From an optimization exercise on the open Yosys and OpenROAD flow, aimed at small area and a short achievable clock period; shortcuts taken in it are not production practice.
RTL that was checked went through simulation tests only; none was proved equivalent to the original.
No activity file was given, so power comes from the tool's default toggle rates.

// rob_top
module rob_top
(
   input  logic       clock,
   input  logic       reset,
   input  logic       dispatch_valid_a,
   input  logic       dispatch_valid_b,
   input  logic [4:0] opcode_a,
   input  logic [4:0] opcode_b,
   input  logic [5:0] told_a,
   input  logic [5:0] told_b,
   output logic       dispatch_ready,
   output logic [4:0] rob_idx_a,
   output logic [4:0] rob_idx_b,
   input  logic       cdb_valid_a,
   input  logic       cdb_valid_b,
   input  logic       cdb_valid_c,
   input  logic       cdb_valid_d,
   input  logic [4:0] cdb_idx_a,
   input  logic [4:0] cdb_idx_b,
   input  logic [4:0] cdb_idx_c,
   input  logic [4:0] cdb_idx_d,
   output logic       retire_en_a,
   output logic       retire_en_b,
   output logic [5:0] retire_told_a,
   output logic [5:0] retire_told_b,
   output logic [1:0] retire_count,
   output logic       rob_full,
   output logic       rob_almost_full,
   output logic       rob_empty,
   output logic [4:0] rob_head,
   output logic [4:0] rob_tail,
   output logic [5:0] rob_count
);
   logic [4:0] head;
   logic [4:0] nh;          
   logic [4:0] nh1;         
   logic [4:0] tail;
   logic [4:0] tail_p1;     
   logic [5:0] count;
   logic       ready;
   logic       full;
   logic       almost_full;
   logic       empty;
   logic [1:0] rc;
   logic       en_a, en_b;
   logic [5:0] rt_a, rt_b;
   logic [15:0] cpl_e, cpl_o;
   logic [15:0] st_e,  st_o;
   logic [5:0]  told_e [16];
   logic [5:0]  told_o [16];
   logic       alloc_a, alloc_b;
   logic [1:0] accept;
   assign alloc_a = dispatch_valid_a & ready;
   assign alloc_b = dispatch_valid_b & ready;
   assign accept  = {alloc_a & alloc_b, alloc_a ^ alloc_b};
   logic       wen_e, wen_o;
   logic       wst_e, wst_o;
   logic [5:0] wtold_e, wtold_o;
   assign wen_e   = tail[0] ? alloc_b : alloc_a;
   assign wen_o   = tail[0] ? alloc_a : alloc_b;
   assign wst_e   = tail[0] ? (opcode_b == 5'd0) : (opcode_a == 5'd0);
   assign wst_o   = tail[0] ? (opcode_a == 5'd0) : (opcode_b == 5'd0);
   assign wtold_e = tail[0] ? told_b : told_a;
   assign wtold_o = tail[0] ? told_a : told_b;
  ...
export LEC_CHECK = 0
export CAP_MARGIN = 20
export CORE_MARGIN = 2
export CORE_UTILIZATION = 40
export SETUP_SLACK_MARGIN = 3.0
export SLEW_MARGIN = 20
create_clock -name core_clock -period 5.5 [get_ports {clock}]
standard.sh (not shown) runs the stock make flow with config.mk's settings and CLKGATE_MAP_FILE= SYNTH_SCRIPT=/design/flow/synth_recipe.tcl, a recipe that flattens the netlist after the stock synthesis.
==> flow/flow/run.sh <==
#!/bin/bash
# Standard ORFS layout, but with plain buffers on the ports instead of the
# delay buffers buffer_ports picks by default.
set -euo pipefail
cd "$(dirname "$0")/.."
export BUFFER_PORTS_ARGS="-buffer_cell sky130_fd_sc_hd__buf_2"
bash standard.sh finish > orfs_make.log 2>&1
Next try:
--- a/flow/design.v
+++ b/flow/design.v
@@ -107,20 +107,21 @@
          else if (set[2*j+1])
             cpl_o[j]  <= 1'b1;
       end
    end
    logic [3:0] ridx_e, ridx_o;
    logic       rc_e, rc_o, rs_e, rs_o;
    logic [5:0] rt_e, rt_o;
    logic       cpl_h, cpl_n, st_h, st_n;
    logic       hit_h, hit_n;
    logic [5:0] left;        
+   logic       l1, l2, ch, cn;
    logic       ret1, ret2;
    assign ridx_o = nh[4:1];
    assign ridx_e = nh1[4:1];
    logic [15:0] sel_e, sel_o;
    always_comb
    begin
       rc_e = 1'b0; rc_o = 1'b0; rs_e = 1'b0; rs_o = 1'b0; rt_e = '0; rt_o = '0;
       for (int j = 0; j < 16; j++)
       begin
          sel_e[j] = (ridx_e == 4'(j));
@@ -135,22 +136,37 @@
    end
    assign cpl_h = nh[0] ? rc_o : rc_e;
    assign cpl_n = nh[0] ? rc_e : rc_o;
    assign st_h  = nh[0] ? rs_o : rs_e;
    assign st_n  = nh[0] ? rs_e : rs_o;
    assign hit_h = (cdb_valid_a & (cdb_idx_a == nh)) | (cdb_valid_b & (cdb_idx_b == nh)) |
                   (cdb_valid_c & (cdb_idx_c == nh)) | (cdb_valid_d & (cdb_idx_d == nh));
    assign hit_n = (cdb_valid_a & (cdb_idx_a == nh1)) | (cdb_valid_b & (cdb_idx_b == nh1)) |
                   (cdb_valid_c & (cdb_idx_c == nh1)) | (cdb_valid_d & (cdb_idx_d == nh1));
    assign left = count - 6'(rc);
-   assign ret1 = (left != 6'd0) & (cpl_h | hit_h);
-   assign ret2 = ret1 & (left[5:1] != 5'd0) & (cpl_n | hit_n);
+   assign l1   = (left != 6'd0);
+   assign l2   = (left[5:1] != 5'd0);
+   assign ch   = cpl_h | hit_h;
+   assign cn   = cpl_n | hit_n;
+   assign ret1 = l1 & ch;
+   assign ret2 = ret1 & l2 & cn;
+   logic [4:0] nh2, nh3;
+   logic [4:0] x1, x2, y1, y2;
+   logic [4:0] nh_next, nh1_next;
+   assign nh2 = nh1 + 5'd1;
+   assign nh3 = nh1 + 5'd2;
+   assign x1  = l1 ? nh1 : nh;
+   assign x2  = l2 ? nh2 : x1;
+   assign y1  = l1 ? nh2 : nh1;
+   assign y2  = l2 ? nh3 : y1;
+   assign nh_next  = ch ? (cn ? x2 : x1) : nh;
+   assign nh1_next = ch ? (cn ? y2 : y1) : nh1;
    logic [5:0] ncount;
    assign ncount = left + 6'(accept);
    always_ff @(posedge clock)
    begin
       if (reset)
       begin
          head        <= '0;
          nh          <= '0;
          nh1         <= 5'd1;
          tail        <= '0;
@@ -160,22 +176,22 @@
          full        <= 1'b0;
          almost_full <= 1'b0;
          empty       <= 1'b1;
          rc          <= '0;
          en_a        <= 1'b0;
          en_b        <= 1'b0;
       end
       else
       begin
          head        <= nh;
-         nh          <= ret2 ? nh1 + 5'd1 : ret1 ? nh1 : nh;
-         nh1         <= ret2 ? nh1 + 5'd2 : ret1 ? nh1 + 5'd1 : nh1;
+         nh          <= nh_next;
+         nh1         <= nh1_next;
          tail        <= tail + 5'(accept);
          tail_p1     <= tail_p1 + 5'(accept);
          count       <= ncount;
          ready       <= ~(ncount[5] | (&ncount[4:0]));
          full        <= ncount[5];
          almost_full <= ncount[5] | (&ncount[4:1]);
          empty       <= (ncount == 6'd0);
          rc          <= {ret2, ret1 & ~ret2};
          en_a        <= ret1 & ~st_h;
          en_b        <= ret2 & ~st_n;
Result:
- The changed run went through all stages and came out clean
- first-iteration DRC count went up by 1.2%
- clock-buffer cell count rises by 5
- power climbs by 3.4%
- hold slack gains 15 ps
- critical path depth goes down by 1
- die area stays flat
- setup slack gets better by 81 ps
- clock power went up by about 6%
- area after synthesis is about the same
- register-to-register slack gains 40 ps
- non-clock buffer count went up by 9
- routed wire length is higher by 3.1%
- synthesized cell count rises by 0.78%
- cell area goes up by 2.7%
The RTL of the first run of this note was laid out without a check of its function.

-- port drivers added, routing unchanged --
How much do the figures lean on ideal ports? The routed layouts below were timed once more, with nothing changed but the port constraints.
Step 1: set_driving_cell puts a clkbuf_16 on clock and a buf_2 on each other input, an assumption about the parent block.
Step 2 moves the port delays by t, midway between the first and last clock arrival at a register: inputs arrive t later, outputs are due t later. That takes back most of the time a late clock gives input paths.
Three values: no drivers, after step 1, after step 2; two values: the first two.
| run | t (ns) | slack for setup (ns) | hold WS [ns] | latest minus earliest clock arrival (ns) |
|---|---|---|---|---|
| the first run | 0.608 | 2.792 / 2.824 / 2.216 | 0.473 / 0.473 / 0.473 | 0.028 / 0.028 |
| the second run | 0.555 | 2.873 / 2.873 / 2.363 | 0.488 / 0.488 / 0.488 | 0.016 / 0.017 |
After both steps setup and hold are still met in every run listed. The setup slack of the first run, which loses most, moves by +0.032 ns with the drivers and by -0.576 ns with both steps.
